From an optimization exercise on the open Yosys and OpenROAD flow, aimed at small area, a short achievable clock period and few clock cycles per item; shortcuts taken in it are not production practice. RTL that was checked went through simulation tests only; none was proved equivalent to the original. Only the layout flow was run in run 2; the RTL was not checked for function there. Power is estimated from default activity; no workload was simulated.

==> flow/design.v (outline; a module is shown in full before it is edited, if it fits) <==
// module dmme_fa: 10 lines
// module dmme_ha: 9 lines
// module dmme_xnor: 7 lines
// module dmme_or: 7 lines
// module dmme_top: 1650 lines
module dmme_top (
    input  logic  clk_in,
    input  logic  rst,
    input  logic  req,
    output logic  ack,
    input  dmme_data_pkg::elem_t a00,
    input  dmme_data_pkg::elem_t a01,
    input  dmme_data_pkg::elem_t a10,
    input  dmme_data_pkg::elem_t a11,
    input  dmme_data_pkg::elem_t b00,
    input  dmme_data_pkg::elem_t b01,
    input  dmme_data_pkg::elem_t b10,
    input  dmme_data_pkg::elem_t b11,
    output dmme_data_pkg::acc_t  c00,
    output dmme_data_pkg::acc_t  c01,
    output dmme_data_pkg::acc_t  c10,
    output dmme_data_pkg::acc_t  c11
);
  // ...
==> flow/flow/run.sh <==
#!/bin/bash
# The standard layout (standard.sh), with two changes to how it is made:
#  - the resizer may swap a cell for one of another footprint
#    (MATCH_CELL_FOOTPRINT=0; the platform default keeps same-footprint swaps)
#  - the ports are buffered with plain buffers (buf_1) instead of the delay
#    cells buffer_ports picks by default
# If the routed layout then has an antenna violation, the layout is made
# again with the default port buffers.
set -u
try() {
  local tag=$1; shift
  rm -rf orfs out/final.def
  bash standard.sh "$@" finish > "standard_$tag.log" 2>&1
  [ -f out/final.def ] || return 1
  printf 'read_db orfs/results/sky130hd/dmme_top/base/6_final.odb\ncheck_antennas\n' > "ant_$tag.tcl"
  openroad -no_init -exit "ant_$tag.tcl" > "ant_$tag.log" 2>&1
  ! grep -q "Found [1-9][0-9]* net violations" "ant_$tag.log"
}
try buf MATCH_CELL_FOOTPRINT=0 "BUFFER_PORTS_ARGS=-buffer_cell sky130_fd_sc_hd__buf_1" ||
  try std MATCH_CELL_FOOTPRINT=0
==> flow/standard.sh <==
#!/bin/bash
# synth_recipe.tcl (not shown) runs the flow's synth.tcl, then flattens the netlist and writes it again
# the make line also repeats each setting of config.mk as NAME=value (left out here)
make -C /OpenROAD-flow-scripts/flow DESIGN_CONFIG=/design/flow/config.mk WORK_HOME=/design/flow/orfs CLKGATE_MAP_FILE= SYNTH_SCRIPT=/design/flow/synth_recipe.tcl "${@:-finish}"
==> flow/config.mk <==
export PLATFORM = sky130hd
export DESIGN_NAME = dmme_top
export DESIGN_NICKNAME = dmme_top
export VERILOG_FILES = /design/flow/design.v
export SDC_FILE = /design/flow/constraint.sdc
export NUM_CORES = 4
export LEC_CHECK = 0
export CAP_MARGIN = 20
export CORE_MARGIN = 2
export CORE_UTILIZATION = 60
export PLACE_DENSITY = 0.75
export SETUP_SLACK_MARGIN = 2.8
export SLEW_MARGIN = 20
export SYNTH_HIERARCHICAL = 1
export SYNTH_MINIMUM_KEEP_SIZE = 0
==> flow/constraint.sdc <==
create_clock -name core_clock -period 7.0 [get_ports {clk_in}]
set_input_delay 1.4000 -clock core_clock [delete_from_list [all_inputs] [get_ports {clk_in}]]
set_output_delay 1.4000 -clock core_clock [all_outputs]
set_load 0.01 [all_outputs]
==> summary.txt, run 1 <==
Placed design
  • Port Buffers: 135
  • Placed cell count: around 1.9k

Global route
  • All-Layer GR Usage: just under 30%
  • First-pass GRT wire length: 63000 um
  • Initial antenna violation count: 0

Routing
  • Number of detailed-route iterations in the first pass: 7
  • Initial DRC Count: 1177

Clock tree
  • CTS tree: built
  • Clock slew at reported path FFs: 0.06 ns
  • Clk buf depth: 2

Finish
  • Final core occ: 65.8%
  • Antenna Cells: 0
  • Non-Filler Instances: ~1.9k
  • Number of clock buffers in the layout: 19

Setup path
  • Setup CP Type: register to primary output

Timing
  • Hold_ws: 0.721 ns

Yosys
  • Number of synthesized flops with an enable pin: 0
  • Cell variety after synth: 45
  • Area leader, netlist: fa_1
  • Post-Synth Simple-Gate Area: 16.3%

Pwr
  • Leak: just over 6 nW
  • Power Combinational: 5.36 mW
  • Max IR drop VDD: 510 uV

Floorplanning
  • Tap Count: 335
  • Io pins: 140

Min path
  • Worst min-delay path class: input pin to asynchronous set/reset pin

Outcome
  • Outcome: timing/DRC/antenna clean
Testbench counts, summed over its fixed seeds: cycles 3,200, jobs 1,600.
==> run 2, diff against run 1 <==
--- a/flow/design.v
+++ b/flow/design.v
@@ -275,16 +275,20 @@
     wire t00_n191, t00_n192;
     dmme_fa u_t00_n191 (.a(t00_n162), .b(t00_n121), .c(t00_n163), .s(t00_n191), .co(t00_n192));
     wire t00_n193, t00_n194;
     dmme_fa u_t00_n193 (.a(t00_n164), .b(t00_n125), .c(t00_n165), .s(t00_n193), .co(t00_n194));
     wire t00_n195, t00_n196;
     dmme_fa u_t00_n195 (.a(t00_n129), .b(t00_n166), .c(t00_n167), .s(t00_n195), .co(t00_n196));
     wire t00_n197, t00_n198;
     dmme_fa u_t00_n197 (.a(t00_n168), .b(t00_n133), .c(t00_n169), .s(t00_n197), .co(t00_n198));
+    wire t00_n203, t00_n204;
+    dmme_fa u_t00_n203 (.a(t00_n142), .b(t00_n175), .c(t00_n174), .s(t00_n203), .co(t00_n204));
+    wire t00_n205, t00_n206;
+    dmme_fa u_t00_n205 (.a(t00_n146), .b(t00_n177), .c(t00_n176), .s(t00_n205), .co(t00_n206));
     wire t00_n207, t00_n208;
     dmme_fa u_t00_n207 (.a(t00_n150), .b(t00_n179), .c(t00_n178), .s(t00_n207), .co(t00_n208));
     wire t00_n209, t00_n210;
     dmme_fa u_t00_n209 (.a(t00_n154), .b(t00_n181), .c(t00_n180), .s(t00_n209), .co(t00_n210));
     wire t00_r0s, t00_r0c;
     dmme_xnor u_t00_r0s (.a(~(a00[0] & b00[0])), .b(~(a01[0] & b10[0])), .y(t00_r0s));
     dmme_or u_t00_r0c (.a(~(a00[0] & b00[0])), .b(~(a01[0] & b10[0])), .y(t00_r0c));
     wire t00_r1s, t00_r1c;
@@ -292,78 +296,72 @@
     wire t00_r2s, t00_r2c;
     dmme_fa u_t00_r2s (.a(t00_n184), .b(t00_n185), .c(t00_r1c), .s(t00_r2s), .co(t00_r2c));
     wire t00_r3s, t00_r3c;
     dmme_fa u_t00_r3s (.a(t00_n186), .b(t00_n187), .c(t00_r2c), .s(t00_r3s), .co(t00_r3c));
     wire t00_r4s, t00_r4c;
     dmme_fa u_t00_r4s (.a(t00_n188), .b(t00_n189), .c(t00_r3c), .s(t00_r4s), .co(t00_r4c));
     wire t00_r5s, t00_r5c;
     dmme_fa u_t00_r5s (.a(t00_n190), .b(t00_n191), .c(t00_r4c), .s(t00_r5s), .co(t00_r5c));
-    logic t00_n137_q, t00_n141_q, t00_n142_q, t00_n146_q, t00_n170_q, t00_n171_q, t00_n172_q, t00_n173_q, t00_n174_q, t00_n175_q, t00_n176_q, t00_n177_q, t00_n182_q, t00_n190_q, t00_n191_q, t00_n192_q, t00_n193_q, t00_n194_q, t00_n195_q, t00_n196_q, t00_n197_q, t00_n198_q, t00_n207_q, t00_n208_q, t00_n209_q, t00_n210_q, t00_lo0_q, t00_lo1_q, t00_lo2_q, t00_lo3_q, t00_lo4_q, t00_cy_q;
+    logic t00_n137_q, t00_n141_q, t00_n170_q, t00_n171_q, t00_n172_q, t00_n173_q, t00_n182_q, t00_n190_q, t00_n191_q, t00_n192_q, t00_n193_q, t00_n194_q, t00_n195_q, t00_n196_q, t00_n197_q, t00_n198_q, t00_n203_q, t00_n204_q, t00_n205_q, t00_n206_q, t00_n207_q, t00_n208_q, t00_n209_q, t00_n210_q, t00_lo0_q, t00_lo1_q, t00_lo2_q, t00_lo3_q, t00_lo4_q, t00_cy_q;
     always_ff @(posedge clk_in) begin
         t00_n137_q <= t00_n137;
         t00_n141_q <= t00_n141;
-        t00_n142_q <= t00_n142;
-        t00_n146_q <= t00_n146;
         t00_n170_q <= t00_n170;
         t00_n171_q <= t00_n171;
         t00_n172_q <= t00_n172;
         t00_n173_q <= t00_n173;
-        t00_n174_q <= t00_n174;
-        t00_n175_q <= t00_n175;
-        t00_n176_q <= t00_n176;
-        t00_n177_q <= t00_n177;
         t00_n182_q <= t00_n182;
         t00_n190_q <= t00_n190;
         t00_n191_q <= t00_n191;
         t00_n192_q <= t00_n192;
         t00_n193_q <= t00_n193;
         t00_n194_q <= t00_n194;
         t00_n195_q <= t00_n195;
         t00_n196_q <= t00_n196;
         t00_n197_q <= t00_n197;
         t00_n198_q <= t00_n198;
+        t00_n203_q <= t00_n203;
+        t00_n204_q <= t00_n204;
+        t00_n205_q <= t00_n205;
+        t00_n206_q <= t00_n206;
         t00_n207_q <= t00_n207;
         t00_n208_q <= t00_n208;
         t00_n209_q <= t00_n209;
         t00_n210_q <= t00_n210;
         t00_lo0_q <= ~t00_r0s;
         t00_lo1_q <= ~t00_r1s;
         t00_lo2_q <= ~t00_r2s;
         t00_lo3_q <= ~t00_r3s;
         t00_lo4_q <= ~t00_r4s;
         t00_cy_q <= t00_r4c;
     end
     wire t00_n199, t00_n200;
     dmme_fa u_t00_n199 (.a(t00_n137_q), .b(t00_n170_q), .c(t00_n171_q), .s(t00_n199), .co(t00_n200));
     wire t00_n201, t00_n202;
     dmme_fa u_t00_n201 (.a(t00_n141_q), .b(t00_n172_q), .c(t00_n173_q), .s(t00_n201), .co(t00_n202));
-    wire t00_n203, t00_n204;
-    dmme_fa u_t00_n203 (.a(t00_n142_q), .b(t00_n175_q), .c(t00_n174_q), .s(t00_n203), .co(t00_n204));
-    wire t00_n205, t00_n206;
-    dmme_fa u_t00_n205 (.a(t00_n146_q), .b(t00_n177_q), .c(t00_n176_q), .s(t00_n205), .co(t00_n206));
     wire [11:0] t00_hi_g0, t00_hi_p0;
     assign t00_hi_p0[0] = t00_n190_q ^ t00_n191_q;
     assign t00_hi_g0[0] = (t00_n190_q & t00_n191_q) | ((t00_n190_q ^ t00_n191_q) & t00_cy_q);
     assign t00_hi_p0[1] = t00_n192_q ^ t00_n193_q;
     assign t00_hi_g0[1] = t00_n192_q & t00_n193_q;
     assign t00_hi_p0[2] = t00_n194_q ^ t00_n195_q;
     assign t00_hi_g0[2] = t00_n194_q & t00_n195_q;
     assign t00_hi_p0[3] = t00_n196_q ^ t00_n197_q;
     assign t00_hi_g0[3] = t00_n196_q & t00_n197_q;
     assign t00_hi_p0[4] = t00_n198_q ^ t00_n199;
     assign t00_hi_g0[4] = t00_n198_q & t00_n199;
     assign t00_hi_p0[5] = t00_n201 ^ t00_n200;
     assign t00_hi_g0[5] = t00_n201 & t00_n200;
-    assign t00_hi_p0[6] = t00_n203 ^ t00_n202;
-    assign t00_hi_g0[6] = t00_n203 & t00_n202;
-    assign t00_hi_p0[7] = t00_n205 ^ t00_n204;
-    assign t00_hi_g0[7] = t00_n205 & t00_n204;
-    assign t00_hi_p0[8] = t00_n207_q ^ t00_n206;
-    assign t00_hi_g0[8] = t00_n207_q & t00_n206;
+    assign t00_hi_p0[6] = t00_n203_q ^ t00_n202;
+    assign t00_hi_g0[6] = t00_n203_q & t00_n202;
+    assign t00_hi_p0[7] = t00_n205_q ^ t00_n204_q;
+    assign t00_hi_g0[7] = t00_n205_q & t00_n204_q;
+    assign t00_hi_p0[8] = t00_n207_q ^ t00_n206_q;
+    assign t00_hi_g0[8] = t00_n207_q & t00_n206_q;
     assign t00_hi_p0[9] = t00_n209_q ^ t00_n208_q;
     assign t00_hi_g0[9] = t00_n209_q & t00_n208_q;
     assign t00_hi_p0[10] = t00_n182_q ^ t00_n210_q;
     assign t00_hi_g0[10] = t00_n182_q & t00_n210_q;
     assign t00_hi_p0[11] = 1'b1 ^ 1'b1;
     assign t00_hi_g0[11] = 1'b1 & 1'b1;
     wire [11:0] t00_hi_g1, t00_hi_p1;
     assign t00_hi_g1[0] = t00_hi_g0[0];
@@ -681,16 +679,20 @@
     wire t01_n191, t01_n192;
     dmme_fa u_t01_n191 (.a(t01_n162), .b(t01_n121), .c(t01_n163), .s(t01_n191), .co(t01_n192));
     wire t01_n193, t01_n194;
     dmme_fa u_t01_n193 (.a(t01_n164), .b(t01_n125), .c(t01_n165), .s(t01_n193), .co(t01_n194));
     wire t01_n195, t01_n196;
     dmme_fa u_t01_n195 (.a(t01_n129), .b(t01_n166), .c(t01_n167), .s(t01_n195), .co(t01_n196));
     wire t01_n197, t01_n198;
     dmme_fa u_t01_n197 (.a(t01_n168), .b(t01_n133), .c(t01_n169), .s(t01_n197), .co(t01_n198));
+    wire t01_n203, t01_n204;
+    dmme_fa u_t01_n203 (.a(t01_n142), .b(t01_n175), .c(t01_n174), .s(t01_n203), .co(t01_n204));
+    wire t01_n205, t01_n206;
+    dmme_fa u_t01_n205 (.a(t01_n146), .b(t01_n177), .c(t01_n176), .s(t01_n205), .co(t01_n206));
     wire t01_n207, t01_n208;
     dmme_fa u_t01_n207 (.a(t01_n150), .b(t01_n179), .c(t01_n178), .s(t01_n207), .co(t01_n208));
     wire t01_n209, t01_n210;
     dmme_fa u_t01_n209 (.a(t01_n154), .b(t01_n181), .c(t01_n180), .s(t01_n209), .co(t01_n210));
     wire t01_r0s, t01_r0c;
     dmme_xnor u_t01_r0s (.a(~(a00[0] & b01[0])), .b(~(a01[0] & b11[0])), .y(t01_r0s));
     dmme_or u_t01_r0c (.a(~(a00[0] & b01[0])), .b(~(a01[0] & b11[0])), .y(t01_r0c));
     wire t01_r1s, t01_r1c;
@@ -698,78 +700,72 @@
     wire t01_r2s, t01_r2c;
     dmme_fa u_t01_r2s (.a(t01_n184), .b(t01_n185), .c(t01_r1c), .s(t01_r2s), .co(t01_r2c));
     wire t01_r3s, t01_r3c;
     dmme_fa u_t01_r3s (.a(t01_n186), .b(t01_n187), .c(t01_r2c), .s(t01_r3s), .co(t01_r3c));
     wire t01_r4s, t01_r4c;
     dmme_fa u_t01_r4s (.a(t01_n188), .b(t01_n189), .c(t01_r3c), .s(t01_r4s), .co(t01_r4c));
     wire t01_r5s, t01_r5c;
     dmme_fa u_t01_r5s (.a(t01_n190), .b(t01_n191), .c(t01_r4c), .s(t01_r5s), .co(t01_r5c));
-    logic t01_n137_q, t01_n141_q, t01_n142_q, t01_n146_q, t01_n170_q, t01_n171_q, t01_n172_q, t01_n173_q, t01_n174_q, t01_n175_q, t01_n176_q, t01_n177_q, t01_n182_q, t01_n190_q, t01_n191_q, t01_n192_q, t01_n193_q, t01_n194_q, t01_n195_q, t01_n196_q, t01_n197_q, t01_n198_q, t01_n207_q, t01_n208_q, t01_n209_q, t01_n210_q, t01_lo0_q, t01_lo1_q, t01_lo2_q, t01_lo3_q, t01_lo4_q, t01_cy_q;
+    logic t01_n137_q, t01_n141_q, t01_n170_q, t01_n171_q, t01_n172_q, t01_n173_q, t01_n182_q, t01_n190_q, t01_n191_q, t01_n192_q, t01_n193_q, t01_n194_q, t01_n195_q, t01_n196_q, t01_n197_q, t01_n198_q, t01_n203_q, t01_n204_q, t01_n205_q, t01_n206_q, t01_n207_q, t01_n208_q, t01_n209_q, t01_n210_q, t01_lo0_q, t01_lo1_q, t01_lo2_q, t01_lo3_q, t01_lo4_q, t01_cy_q;
     always_ff @(posedge clk_in) begin
         t01_n137_q <= t01_n137;
         t01_n141_q <= t01_n141;
-        t01_n142_q <= t01_n142;
-        t01_n146_q <= t01_n146;
         t01_n170_q <= t01_n170;
         t01_n171_q <= t01_n171;
         t01_n172_q <= t01_n172;
         t01_n173_q <= t01_n173;
-        t01_n174_q <= t01_n174;
-        t01_n175_q <= t01_n175;
-        t01_n176_q <= t01_n176;
-        t01_n177_q <= t01_n177;
         t01_n182_q <= t01_n182;
         t01_n190_q <= t01_n190;
         t01_n191_q <= t01_n191;
         t01_n192_q <= t01_n192;
         t01_n193_q <= t01_n193;
         t01_n194_q <= t01_n194;
         t01_n195_q <= t01_n195;
         t01_n196_q <= t01_n196;
         t01_n197_q <= t01_n197;
         t01_n198_q <= t01_n198;
+        t01_n203_q <= t01_n203;
+        t01_n204_q <= t01_n204;
+        t01_n205_q <= t01_n205;
+        t01_n206_q <= t01_n206;
         t01_n207_q <= t01_n207;
         t01_n208_q <= t01_n208;
         t01_n209_q <= t01_n209;
         t01_n210_q <= t01_n210;
         t01_lo0_q <= ~t01_r0s;
         t01_lo1_q <= ~t01_r1s;
         t01_lo2_q <= ~t01_r2s;
         t01_lo3_q <= ~t01_r3s;
         t01_lo4_q <= ~t01_r4s;
         t01_cy_q <= t01_r4c;
     end
     wire t01_n199, t01_n200;
     dmme_fa u_t01_n199 (.a(t01_n137_q), .b(t01_n170_q), .c(t01_n171_q), .s(t01_n199), .co(t01_n200));
     wire t01_n201, t01_n202;
     dmme_fa u_t01_n201 (.a(t01_n141_q), .b(t01_n172_q), .c(t01_n173_q), .s(t01_n201), .co(t01_n202));
-    wire t01_n203, t01_n204;
-    dmme_fa u_t01_n203 (.a(t01_n142_q), .b(t01_n175_q), .c(t01_n174_q), .s(t01_n203), .co(t01_n204));
-    wire t01_n205, t01_n206;
-    dmme_fa u_t01_n205 (.a(t01_n146_q), .b(t01_n177_q), .c(t01_n176_q), .s(t01_n205), .co(t01_n206));
     wire [11:0] t01_hi_g0, t01_hi_p0;
     assign t01_hi_p0[0] = t01_n190_q ^ t01_n191_q;
     assign t01_hi_g0[0] = (t01_n190_q & t01_n191_q) | ((t01_n190_q ^ t01_n191_q) & t01_cy_q);
     assign t01_hi_p0[1] = t01_n192_q ^ t01_n193_q;
     assign t01_hi_g0[1] = t01_n192_q & t01_n193_q;
     assign t01_hi_p0[2] = t01_n194_q ^ t01_n195_q;
     assign t01_hi_g0[2] = t01_n194_q & t01_n195_q;
     assign t01_hi_p0[3] = t01_n196_q ^ t01_n197_q;
     assign t01_hi_g0[3] = t01_n196_q & t01_n197_q;
     assign t01_hi_p0[4] = t01_n198_q ^ t01_n199;
     assign t01_hi_g0[4] = t01_n198_q & t01_n199;
     assign t01_hi_p0[5] = t01_n201 ^ t01_n200;
     assign t01_hi_g0[5] = t01_n201 & t01_n200;
-    assign t01_hi_p0[6] = t01_n203 ^ t01_n202;
-    assign t01_hi_g0[6] = t01_n203 & t01_n202;
-    assign t01_hi_p0[7] = t01_n205 ^ t01_n204;
-    assign t01_hi_g0[7] = t01_n205 & t01_n204;
-    assign t01_hi_p0[8] = t01_n207_q ^ t01_n206;
-    assign t01_hi_g0[8] = t01_n207_q & t01_n206;
+    assign t01_hi_p0[6] = t01_n203_q ^ t01_n202;
+    assign t01_hi_g0[6] = t01_n203_q & t01_n202;
+    assign t01_hi_p0[7] = t01_n205_q ^ t01_n204_q;
+    assign t01_hi_g0[7] = t01_n205_q & t01_n204_q;
+    assign t01_hi_p0[8] = t01_n207_q ^ t01_n206_q;
+    assign t01_hi_g0[8] = t01_n207_q & t01_n206_q;
     assign t01_hi_p0[9] = t01_n209_q ^ t01_n208_q;
     assign t01_hi_g0[9] = t01_n209_q & t01_n208_q;
     assign t01_hi_p0[10] = t01_n182_q ^ t01_n210_q;
     assign t01_hi_g0[10] = t01_n182_q & t01_n210_q;
     assign t01_hi_p0[11] = 1'b1 ^ 1'b1;
     assign t01_hi_g0[11] = 1'b1 & 1'b1;
     wire [11:0] t01_hi_g1, t01_hi_p1;
     assign t01_hi_g1[0] = t01_hi_g0[0];
@@ -1087,16 +1083,20 @@
     wire t10_n191, t10_n192;
     dmme_fa u_t10_n191 (.a(t10_n162), .b(t10_n121), .c(t10_n163), .s(t10_n191), .co(t10_n192));
     wire t10_n193, t10_n194;
     dmme_fa u_t10_n193 (.a(t10_n164), .b(t10_n125), .c(t10_n165), .s(t10_n193), .co(t10_n194));
     wire t10_n195, t10_n196;
     dmme_fa u_t10_n195 (.a(t10_n129), .b(t10_n166), .c(t10_n167), .s(t10_n195), .co(t10_n196));
     wire t10_n197, t10_n198;
     dmme_fa u_t10_n197 (.a(t10_n168), .b(t10_n133), .c(t10_n169), .s(t10_n197), .co(t10_n198));
+    wire t10_n203, t10_n204;
+    dmme_fa u_t10_n203 (.a(t10_n142), .b(t10_n175), .c(t10_n174), .s(t10_n203), .co(t10_n204));
+    wire t10_n205, t10_n206;
+    dmme_fa u_t10_n205 (.a(t10_n146), .b(t10_n177), .c(t10_n176), .s(t10_n205), .co(t10_n206));
     wire t10_n207, t10_n208;
     dmme_fa u_t10_n207 (.a(t10_n150), .b(t10_n179), .c(t10_n178), .s(t10_n207), .co(t10_n208));
     wire t10_n209, t10_n210;
     dmme_fa u_t10_n209 (.a(t10_n154), .b(t10_n181), .c(t10_n180), .s(t10_n209), .co(t10_n210));
     wire t10_r0s, t10_r0c;
     dmme_xnor u_t10_r0s (.a(~(a10[0] & b00[0])), .b(~(a11[0] & b10[0])), .y(t10_r0s));
     dmme_or u_t10_r0c (.a(~(a10[0] & b00[0])), .b(~(a11[0] & b10[0])), .y(t10_r0c));
     wire t10_r1s, t10_r1c;
@@ -1104,78 +1104,72 @@
     wire t10_r2s, t10_r2c;
     dmme_fa u_t10_r2s (.a(t10_n184), .b(t10_n185), .c(t10_r1c), .s(t10_r2s), .co(t10_r2c));
     wire t10_r3s, t10_r3c;
     dmme_fa u_t10_r3s (.a(t10_n186), .b(t10_n187), .c(t10_r2c), .s(t10_r3s), .co(t10_r3c));
     wire t10_r4s, t10_r4c;
     dmme_fa u_t10_r4s (.a(t10_n188), .b(t10_n189), .c(t10_r3c), .s(t10_r4s), .co(t10_r4c));
     wire t10_r5s, t10_r5c;
     dmme_fa u_t10_r5s (.a(t10_n190), .b(t10_n191), .c(t10_r4c), .s(t10_r5s), .co(t10_r5c));
-    logic t10_n137_q, t10_n141_q, t10_n142_q, t10_n146_q, t10_n170_q, t10_n171_q, t10_n172_q, t10_n173_q, t10_n174_q, t10_n175_q, t10_n176_q, t10_n177_q, t10_n182_q, t10_n190_q, t10_n191_q, t10_n192_q, t10_n193_q, t10_n194_q, t10_n195_q, t10_n196_q, t10_n197_q, t10_n198_q, t10_n207_q, t10_n208_q, t10_n209_q, t10_n210_q, t10_lo0_q, t10_lo1_q, t10_lo2_q, t10_lo3_q, t10_lo4_q, t10_cy_q;
+    logic t10_n137_q, t10_n141_q, t10_n170_q, t10_n171_q, t10_n172_q, t10_n173_q, t10_n182_q, t10_n190_q, t10_n191_q, t10_n192_q, t10_n193_q, t10_n194_q, t10_n195_q, t10_n196_q, t10_n197_q, t10_n198_q, t10_n203_q, t10_n204_q, t10_n205_q, t10_n206_q, t10_n207_q, t10_n208_q, t10_n209_q, t10_n210_q, t10_lo0_q, t10_lo1_q, t10_lo2_q, t10_lo3_q, t10_lo4_q, t10_cy_q;
     always_ff @(posedge clk_in) begin
         t10_n137_q <= t10_n137;
         t10_n141_q <= t10_n141;
-        t10_n142_q <= t10_n142;
-        t10_n146_q <= t10_n146;
         t10_n170_q <= t10_n170;
         t10_n171_q <= t10_n171;
         t10_n172_q <= t10_n172;
         t10_n173_q <= t10_n173;
-        t10_n174_q <= t10_n174;
-        t10_n175_q <= t10_n175;
-        t10_n176_q <= t10_n176;
-        t10_n177_q <= t10_n177;
         t10_n182_q <= t10_n182;
         t10_n190_q <= t10_n190;
         t10_n191_q <= t10_n191;
         t10_n192_q <= t10_n192;
         t10_n193_q <= t10_n193;
         t10_n194_q <= t10_n194;
         t10_n195_q <= t10_n195;
         t10_n196_q <= t10_n196;
         t10_n197_q <= t10_n197;
         t10_n198_q <= t10_n198;
+        t10_n203_q <= t10_n203;
+        t10_n204_q <= t10_n204;
+        t10_n205_q <= t10_n205;
+        t10_n206_q <= t10_n206;
         t10_n207_q <= t10_n207;
         t10_n208_q <= t10_n208;
         t10_n209_q <= t10_n209;
         t10_n210_q <= t10_n210;
         t10_lo0_q <= ~t10_r0s;
         t10_lo1_q <= ~t10_r1s;
         t10_lo2_q <= ~t10_r2s;
         t10_lo3_q <= ~t10_r3s;
         t10_lo4_q <= ~t10_r4s;
         t10_cy_q <= t10_r4c;
     end
     wire t10_n199, t10_n200;
     dmme_fa u_t10_n199 (.a(t10_n137_q), .b(t10_n170_q), .c(t10_n171_q), .s(t10_n199), .co(t10_n200));
     wire t10_n201, t10_n202;
     dmme_fa u_t10_n201 (.a(t10_n141_q), .b(t10_n172_q), .c(t10_n173_q), .s(t10_n201), .co(t10_n202));
-    wire t10_n203, t10_n204;
-    dmme_fa u_t10_n203 (.a(t10_n142_q), .b(t10_n175_q), .c(t10_n174_q), .s(t10_n203), .co(t10_n204));
-    wire t10_n205, t10_n206;
-    dmme_fa u_t10_n205 (.a(t10_n146_q), .b(t10_n177_q), .c(t10_n176_q), .s(t10_n205), .co(t10_n206));
     wire [11:0] t10_hi_g0, t10_hi_p0;
     assign t10_hi_p0[0] = t10_n190_q ^ t10_n191_q;
     assign t10_hi_g0[0] = (t10_n190_q & t10_n191_q) | ((t10_n190_q ^ t10_n191_q) & t10_cy_q);
     assign t10_hi_p0[1] = t10_n192_q ^ t10_n193_q;
     assign t10_hi_g0[1] = t10_n192_q & t10_n193_q;
     assign t10_hi_p0[2] = t10_n194_q ^ t10_n195_q;
     assign t10_hi_g0[2] = t10_n194_q & t10_n195_q;
     assign t10_hi_p0[3] = t10_n196_q ^ t10_n197_q;
     assign t10_hi_g0[3] = t10_n196_q & t10_n197_q;
     assign t10_hi_p0[4] = t10_n198_q ^ t10_n199;
     assign t10_hi_g0[4] = t10_n198_q & t10_n199;
     assign t10_hi_p0[5] = t10_n201 ^ t10_n200;
     assign t10_hi_g0[5] = t10_n201 & t10_n200;
-    assign t10_hi_p0[6] = t10_n203 ^ t10_n202;
-    assign t10_hi_g0[6] = t10_n203 & t10_n202;
-    assign t10_hi_p0[7] = t10_n205 ^ t10_n204;
-    assign t10_hi_g0[7] = t10_n205 & t10_n204;
-    assign t10_hi_p0[8] = t10_n207_q ^ t10_n206;
-    assign t10_hi_g0[8] = t10_n207_q & t10_n206;
+    assign t10_hi_p0[6] = t10_n203_q ^ t10_n202;
+    assign t10_hi_g0[6] = t10_n203_q & t10_n202;
+    assign t10_hi_p0[7] = t10_n205_q ^ t10_n204_q;
+    assign t10_hi_g0[7] = t10_n205_q & t10_n204_q;
+    assign t10_hi_p0[8] = t10_n207_q ^ t10_n206_q;
+    assign t10_hi_g0[8] = t10_n207_q & t10_n206_q;
     assign t10_hi_p0[9] = t10_n209_q ^ t10_n208_q;
     assign t10_hi_g0[9] = t10_n209_q & t10_n208_q;
     assign t10_hi_p0[10] = t10_n182_q ^ t10_n210_q;
     assign t10_hi_g0[10] = t10_n182_q & t10_n210_q;
     assign t10_hi_p0[11] = 1'b1 ^ 1'b1;
     assign t10_hi_g0[11] = 1'b1 & 1'b1;
     wire [11:0] t10_hi_g1, t10_hi_p1;
     assign t10_hi_g1[0] = t10_hi_g0[0];
@@ -1493,16 +1487,20 @@
     wire t11_n191, t11_n192;
     dmme_fa u_t11_n191 (.a(t11_n162), .b(t11_n121), .c(t11_n163), .s(t11_n191), .co(t11_n192));
     wire t11_n193, t11_n194;
     dmme_fa u_t11_n193 (.a(t11_n164), .b(t11_n125), .c(t11_n165), .s(t11_n193), .co(t11_n194));
     wire t11_n195, t11_n196;
     dmme_fa u_t11_n195 (.a(t11_n129), .b(t11_n166), .c(t11_n167), .s(t11_n195), .co(t11_n196));
     wire t11_n197, t11_n198;
     dmme_fa u_t11_n197 (.a(t11_n168), .b(t11_n133), .c(t11_n169), .s(t11_n197), .co(t11_n198));
+    wire t11_n203, t11_n204;
+    dmme_fa u_t11_n203 (.a(t11_n142), .b(t11_n175), .c(t11_n174), .s(t11_n203), .co(t11_n204));
+    wire t11_n205, t11_n206;
+    dmme_fa u_t11_n205 (.a(t11_n146), .b(t11_n177), .c(t11_n176), .s(t11_n205), .co(t11_n206));
     wire t11_n207, t11_n208;
     dmme_fa u_t11_n207 (.a(t11_n150), .b(t11_n179), .c(t11_n178), .s(t11_n207), .co(t11_n208));
     wire t11_n209, t11_n210;
     dmme_fa u_t11_n209 (.a(t11_n154), .b(t11_n181), .c(t11_n180), .s(t11_n209), .co(t11_n210));
     wire t11_r0s, t11_r0c;
     dmme_xnor u_t11_r0s (.a(~(a10[0] & b01[0])), .b(~(a11[0] & b11[0])), .y(t11_r0s));
     dmme_or u_t11_r0c (.a(~(a10[0] & b01[0])), .b(~(a11[0] & b11[0])), .y(t11_r0c));
     wire t11_r1s, t11_r1c;
@@ -1510,78 +1508,72 @@
     wire t11_r2s, t11_r2c;
     dmme_fa u_t11_r2s (.a(t11_n184), .b(t11_n185), .c(t11_r1c), .s(t11_r2s), .co(t11_r2c));
     wire t11_r3s, t11_r3c;
     dmme_fa u_t11_r3s (.a(t11_n186), .b(t11_n187), .c(t11_r2c), .s(t11_r3s), .co(t11_r3c));
     wire t11_r4s, t11_r4c;
     dmme_fa u_t11_r4s (.a(t11_n188), .b(t11_n189), .c(t11_r3c), .s(t11_r4s), .co(t11_r4c));
     wire t11_r5s, t11_r5c;
     dmme_fa u_t11_r5s (.a(t11_n190), .b(t11_n191), .c(t11_r4c), .s(t11_r5s), .co(t11_r5c));
-    logic t11_n137_q, t11_n141_q, t11_n142_q, t11_n146_q, t11_n170_q, t11_n171_q, t11_n172_q, t11_n173_q, t11_n174_q, t11_n175_q, t11_n176_q, t11_n177_q, t11_n182_q, t11_n190_q, t11_n191_q, t11_n192_q, t11_n193_q, t11_n194_q, t11_n195_q, t11_n196_q, t11_n197_q, t11_n198_q, t11_n207_q, t11_n208_q, t11_n209_q, t11_n210_q, t11_lo0_q, t11_lo1_q, t11_lo2_q, t11_lo3_q, t11_lo4_q, t11_cy_q;
+    logic t11_n137_q, t11_n141_q, t11_n170_q, t11_n171_q, t11_n172_q, t11_n173_q, t11_n182_q, t11_n190_q, t11_n191_q, t11_n192_q, t11_n193_q, t11_n194_q, t11_n195_q, t11_n196_q, t11_n197_q, t11_n198_q, t11_n203_q, t11_n204_q, t11_n205_q, t11_n206_q, t11_n207_q, t11_n208_q, t11_n209_q, t11_n210_q, t11_lo0_q, t11_lo1_q, t11_lo2_q, t11_lo3_q, t11_lo4_q, t11_cy_q;
     always_ff @(posedge clk_in) begin
         t11_n137_q <= t11_n137;
         t11_n141_q <= t11_n141;
-        t11_n142_q <= t11_n142;
-        t11_n146_q <= t11_n146;
         t11_n170_q <= t11_n170;
         t11_n171_q <= t11_n171;
         t11_n172_q <= t11_n172;
         t11_n173_q <= t11_n173;
-        t11_n174_q <= t11_n174;
-        t11_n175_q <= t11_n175;
-        t11_n176_q <= t11_n176;
-        t11_n177_q <= t11_n177;
         t11_n182_q <= t11_n182;
         t11_n190_q <= t11_n190;
         t11_n191_q <= t11_n191;
         t11_n192_q <= t11_n192;
         t11_n193_q <= t11_n193;
         t11_n194_q <= t11_n194;
         t11_n195_q <= t11_n195;
         t11_n196_q <= t11_n196;
         t11_n197_q <= t11_n197;
         t11_n198_q <= t11_n198;
+        t11_n203_q <= t11_n203;
+        t11_n204_q <= t11_n204;
+        t11_n205_q <= t11_n205;
+        t11_n206_q <= t11_n206;
         t11_n207_q <= t11_n207;
         t11_n208_q <= t11_n208;
         t11_n209_q <= t11_n209;
         t11_n210_q <= t11_n210;
         t11_lo0_q <= ~t11_r0s;
         t11_lo1_q <= ~t11_r1s;
         t11_lo2_q <= ~t11_r2s;
         t11_lo3_q <= ~t11_r3s;
         t11_lo4_q <= ~t11_r4s;
         t11_cy_q <= t11_r4c;
     end
     wire t11_n199, t11_n200;
     dmme_fa u_t11_n199 (.a(t11_n137_q), .b(t11_n170_q), .c(t11_n171_q), .s(t11_n199), .co(t11_n200));
     wire t11_n201, t11_n202;
     dmme_fa u_t11_n201 (.a(t11_n141_q), .b(t11_n172_q), .c(t11_n173_q), .s(t11_n201), .co(t11_n202));
-    wire t11_n203, t11_n204;
-    dmme_fa u_t11_n203 (.a(t11_n142_q), .b(t11_n175_q), .c(t11_n174_q), .s(t11_n203), .co(t11_n204));
-    wire t11_n205, t11_n206;
-    dmme_fa u_t11_n205 (.a(t11_n146_q), .b(t11_n177_q), .c(t11_n176_q), .s(t11_n205), .co(t11_n206));
     wire [11:0] t11_hi_g0, t11_hi_p0;
     assign t11_hi_p0[0] = t11_n190_q ^ t11_n191_q;
     assign t11_hi_g0[0] = (t11_n190_q & t11_n191_q) | ((t11_n190_q ^ t11_n191_q) & t11_cy_q);
     assign t11_hi_p0[1] = t11_n192_q ^ t11_n193_q;
     assign t11_hi_g0[1] = t11_n192_q & t11_n193_q;
     assign t11_hi_p0[2] = t11_n194_q ^ t11_n195_q;
     assign t11_hi_g0[2] = t11_n194_q & t11_n195_q;
     assign t11_hi_p0[3] = t11_n196_q ^ t11_n197_q;
     assign t11_hi_g0[3] = t11_n196_q & t11_n197_q;
     assign t11_hi_p0[4] = t11_n198_q ^ t11_n199;
     assign t11_hi_g0[4] = t11_n198_q & t11_n199;
     assign t11_hi_p0[5] = t11_n201 ^ t11_n200;
     assign t11_hi_g0[5] = t11_n201 & t11_n200;
-    assign t11_hi_p0[6] = t11_n203 ^ t11_n202;
-    assign t11_hi_g0[6] = t11_n203 & t11_n202;
-    assign t11_hi_p0[7] = t11_n205 ^ t11_n204;
-    assign t11_hi_g0[7] = t11_n205 & t11_n204;
-    assign t11_hi_p0[8] = t11_n207_q ^ t11_n206;
-    assign t11_hi_g0[8] = t11_n207_q & t11_n206;
+    assign t11_hi_p0[6] = t11_n203_q ^ t11_n202;
+    assign t11_hi_g0[6] = t11_n203_q & t11_n202;
+    assign t11_hi_p0[7] = t11_n205_q ^ t11_n204_q;
+    assign t11_hi_g0[7] = t11_n205_q & t11_n204_q;
+    assign t11_hi_p0[8] = t11_n207_q ^ t11_n206_q;
+    assign t11_hi_g0[8] = t11_n207_q & t11_n206_q;
     assign t11_hi_p0[9] = t11_n209_q ^ t11_n208_q;
     assign t11_hi_g0[9] = t11_n209_q & t11_n208_q;
     assign t11_hi_p0[10] = t11_n182_q ^ t11_n210_q;
     assign t11_hi_g0[10] = t11_n182_q & t11_n210_q;
     assign t11_hi_p0[11] = 1'b1 ^ 1'b1;
     assign t11_hi_g0[11] = 1'b1 & 1'b1;
     wire [11:0] t11_hi_g1, t11_hi_p1;
     assign t11_hi_g1[0] = t11_hi_g0[0];
==> flow/flow/run.sh (replaced) <==
#!/bin/bash
# The standard layout (standard.sh), with two changes to how it is made:
#  - the resizer may swap a cell for one of another footprint
#    (MATCH_CELL_FOOTPRINT=0; the platform default keeps same-footprint swaps)
#  - the ports are buffered with plain buffers (buf_2) instead of the delay
#    cells buffer_ports picks by default
# If the routed layout then has an antenna violation, the layout is made
# again with the default port buffers.
set -u
try() {
  local tag=$1; shift
  rm -rf orfs out/final.def
  bash standard.sh "$@" finish > "standard_$tag.log" 2>&1
  [ -f out/final.def ] || return 1
  printf 'read_db orfs/results/sky130hd/dmme_top/base/6_final.odb\ncheck_antennas\n' > "ant_$tag.tcl"
  openroad -no_init -exit "ant_$tag.tcl" > "ant_$tag.log" 2>&1
  ! grep -q "Found [1-9][0-9]* net violations" "ant_$tag.log"
}
try buf MATCH_CELL_FOOTPRINT=0 "BUFFER_PORTS_ARGS=-buffer_cell sky130_fd_sc_hd__buf_2" ||
  try std MATCH_CELL_FOOTPRINT=0
==> summary.txt, run 2 <==
Outcome
  • Outcome: timing/DRC/antenna clean (unchanged)

Setup path
  • CP arrival: 2.71 ns (was 2.84 ns)
  • Required time worst endpoint: 5.60 ns (about the same)
  • Setup CP Type: register to primary output (unchanged)
  • CP endpoint: c10[15] (was c00[15])
  • Peak fanout along the critical path: 5 (was 3)
  • Critical path launch point type: register (unchanged)
  • Crit end category: primary output (unchanged)
  • Crit path from: t10_n137_q$_DFF_P_ (was t00_cy_q$_DFF_P_)

Yosys
  • Number of synthesized flops with an enable pin: 0 (unchanged)
  • Sequential share of the synthesized area: 15.3% (was 16.4%)
  • Async SR Flop Fraction: 0.826% (was 0.775%)
  • Most frequently used flop master after synthesis: dfxtp_1 (unchanged)
  • Synth cell count leaders: 530 x nand2_1, 408 x fa_1, 128 x clkbuf_1 (was 529 x nand2_1, 408 x fa_1, 128 x clkbuf_1, 128 x dfxtp_1, 56 x xnor2_1)
  • Post-synthesis xor/xnor area fraction: 3.64% (was 3.89%)
  • Mapped Avg Cell Area: 10.1 um2 (was 10.2 um2)
  • Area of the mapped netlist: 15900 um2 (was 15800 um2)
  • Area leader, netlist: fa_1 (unchanged)
  • Post-synthesis mux area share: 0.189% (was 0.0634%)
  • Cell variety after synth: 56 (was 45)
  • #FFs+latches synth: 121 (was 129)
  • Area contributors post-synth: fa_1 51%, dfxtp_1 15%, nand2_1 13% (was fa_1 52%, dfxtp_1 16%, nand2_1 13%)
  • Total number of yosys warnings: 7 (unchanged)
  • Post-Synth Simple-Gate Area: 16.4% (was 16.3%)
  • Share of the synthesized area in the top cell type: 51.4% (was 51.8%)
  • Adder-cell share of the synthesized area: 54.5% (was 54.9%)
  • Largest family of logic cells by synthesized area: adder cells (unchanged)
  • Most common cell in the netlist: nand2_1 (unchanged)
  • Mapped Cells: 1574 (was 1550)
  • Compound-Gate Fraction of Synth Area: 4.46% (was 3.28%)

Routing
  • WL per Instance: 20.6 um (was 20.2 um)
  • Initial DRC Count: 1148 (was 1177)
  • Number of detailed-route iterations in the first pass: 6 (was 7)
  • # DRC: 0 (unchanged)
  • DRT antenna net count: 0 (unchanged)
  • Total wire length: 39700 um (was 38700 um)
  • Via-to-Cell Ratio: 5.99 (about the same)
  • Vias: 11.5k (about the same)

Finish
  • Ratio of cells with drive above 1 in the final layout: 14.3% (was 9.23%)
  • Net count reported at finish: 2085 (was 2084)
  • Reg area: 2430 um2 (was 2590 um2)
  • Multi-input gate area: 12700 um2 (was 12600 um2)
  • Commonest non-fill, non-tap cell in the layout: nand2_1 (unchanged)
  • Most frequent cells in the layout: 530 x nand2_1, 365 x fa_1, 134 x buf_2 (was 529 x nand2_1, 394 x fa_1, 125 x dfxtp_1)
  • Area grow syn2layout: 7.20% (was 8.11%)
  • Fillers: 2031 (was 2005)

Clock tree
  • Clock slew at reported path FFs: 0.06 ns (about the same)
  • CTS tree: built (unchanged)
  • Inserted Clock Buffers: 17 (unchanged)
  • Post-cts resize count: 0 (was 112)
  • CTS Root Cell: clkbuf_16 (unchanged)
  • Clk buf depth: 2 (unchanged)
  • Sink Count: 121 (was 129)
  • Postcts setup bufs: 0 (was 5)
  • Hold-fix buffers at CTS: 0 (unchanged)
  • H-Tree Depth: 4 (unchanged)

Placed design
  • HPWL Detailed: 29400 um (was 27900 um)
  • Placer's final routability congestion estimate: 0.865 (was 0.874)
  • Port Buffers: 135 (unchanged)

Floorplanning
  • # rows: 59 (unchanged)
  • Die Y: 167 um (was 166 um)
  • Area of the core: 26100 um2 (was 25900 um2)
  • Initial Util: 61.0% (was 60.9%)
  • Die footprint: 27800 um2 (was 27600 um2)
  • Io pins: 140 (unchanged)
  • Die X: 167 um (was 166 um)

Global route
  • GR Util met2: 50.0% (was 50.4%)
  • All-Layer GR Usage: 30.1% (was 29.4%)
  • Vias in the first global route: 12.8k (was 12.9k)
  • Global routing's busiest layer: met2 (unchanged)
  • Largest net degree at the start of global routing: 17 (unchanged)
  • First-pass GRT wire length: 64800 um (was 63000 um)
  • Initial antenna violation count: 4 (was 0)
  • Final global-route overflow total: 0 (unchanged)
  • Met3 Use GR: 7.58% (was 7.03%)
  • Met1 Usage GRT: 36.6% (was 34.7%)

Timing
  • Fmax: 244 MHz (was 236 MHz)
  • Setup TNS: 0 ns (unchanged)
  • Final Hold Viols: 0 (unchanged)
  • Hold_ws: 0.727 ns (was 0.721 ns)
  • Final Cycle Share: 58.7% (was 60.6%)
  • Fin crit period: 4.11 ns (was 4.24 ns)
  • Final setup violation count: 0 (unchanged)
  • Max-slew violation count: 0 (unchanged)
  • RSZ-0062 raised after global routing: true (unchanged)

Pwr
  • Max IR drop VDD: 642 uV (was 510 uV)
  • PD cells: 420 nW/um2 (was 447 nW/um2)
  • Leak: 6.35 nW (was 6.22 nW)

Job
  • Maxcap violations: 0 (unchanged)

Min path
  • Worst min-delay path class: input pin to asynchronous set/reset pin (unchanged)
run 2: how the worst min path moves through the flow:
| stage | from | endpoint |
|---|---|---|
| 2_1_floorplan | rst | ack$_DFF_PN0_ |
| 3_3_place_gp | rst | ack$_DFF_PN0_ |
| 3_5_place_dp | rst | ack$_DFF_PN0_ |
| 4_1_cts | rst | ack$_DFF_PN0_ |
| 5_1_grt | rst | ack$_DFF_PN0_ |
| 6_report | rst | ack$_DFF_PN0_ |
run 2: Yosys stat by module, one instance, submodules excluded:
module	area [um2]	cells inside	flip-flops and latches	times used
dmme_top	7290	1094	121	1
dmme_fa	20.0	1	0	400
dmme_xnor	8.76	1	0	40
dmme_or	6.26	1	0	40
run 2: worst max-delay path, stage by stage (launching register included):
cell	delay, ns
dfxtp_1	0.32
fa_1	0.50
ha_1	0.36
a21oi_1	0.32
o21ai_0	0.18
nor4_1	0.26
and4b_1	0.22
buf_2	0.13
run 2: cell families (layout without fill, tap and decap cells):
logic type / Yosys count / count (layout)
and+or+nand+nor: 635 / 635
adders and majority gates: 448 / 448
buffers and inverters: 201 / 207
DFF: 121 / 121
AOI/OAI and AO/OA: 99 / 99
xor gates and xnor gates: 66 / 66
muxes: 3 / 3
other: 1 / 8
run 2: layout make-up:
type	instances	share of cell area, %
antenna	4	0.0587
clock buffer	20	2.68
clock inverter	12	0.969
inverter	40	0.881
multi-input combinational	1255	74.7
sequential	121	14.2
tap	335	2.46
timing repair buffer	135	3.98
run 2: per-stage QoR:
stage	instance area [um2]	instances	power (mW)	setup slack [ns]	utilization [%]
finish	17000	1922	7.15	2.89	65.4
global route	17000	1921	7.86	2.74	65.4
CTS	17000	1918	7.18	2.84	65.3
detailed placement	16400	1886	6.19	2.48	62.9
global placement	16400	1886	6.07	2.55	62.9
floorplan	16500	1577	4.81	2.79	-
run 2: layer usage:
layer | wire length (um) | up-vias | part of all wire, %
li1 | - | 4797 | -
met1 | 14400 | 5853 | 36
met2 | 19700 | 734 | 50
met3 | 3910 | 137 | 9.9
met4 | 1620 | 0 | 4.1
met5 | 0 | - | 0
run 2: report_power, final:
part / switching, mW / internal (mW) / total (mW)
Sequential: 0.143 / 1.04 / 1.18
Clock: 0.359 / 0.583 / 0.942
Combinational: 2.84 / 2.19 / 5.03
Total: 3.34 / 3.81 / 7.15

==> port drivers added, routing unchanged <==
No port has a modelled driver above. Below, the same layouts with a new extraction and two added sets of constraints.
Step 1: set_driving_cell puts a clkbuf_16 on clk_in and a buf_2 on each other input, an assumption about the parent block.
Step 2 moves the port delays by t, midway between the first and last clock arrival at a register: inputs arrive t later, outputs are due t later. That takes back most of the time a late clock gives input paths.
a / b / c = ideal ports / drivers / drivers and shift; a / b = the first two.
run	t, ns	setup WS [ns]	worst setup path after step 2	worst register clock-pin slew, ns	cell pins on the clock port's net
run 1	0.473	2.758 / 2.708 / 2.433	input to register	0.06 / 0.06	1
run 2	0.476	2.893 / 2.845 / 2.425	input to register	0.07 / 0.07	1
After both steps setup and hold are still met in every run listed. For run 2, which loses most, drivers alone change the setup slack by -0.048 ns; drivers and shift together by -0.468 ns.
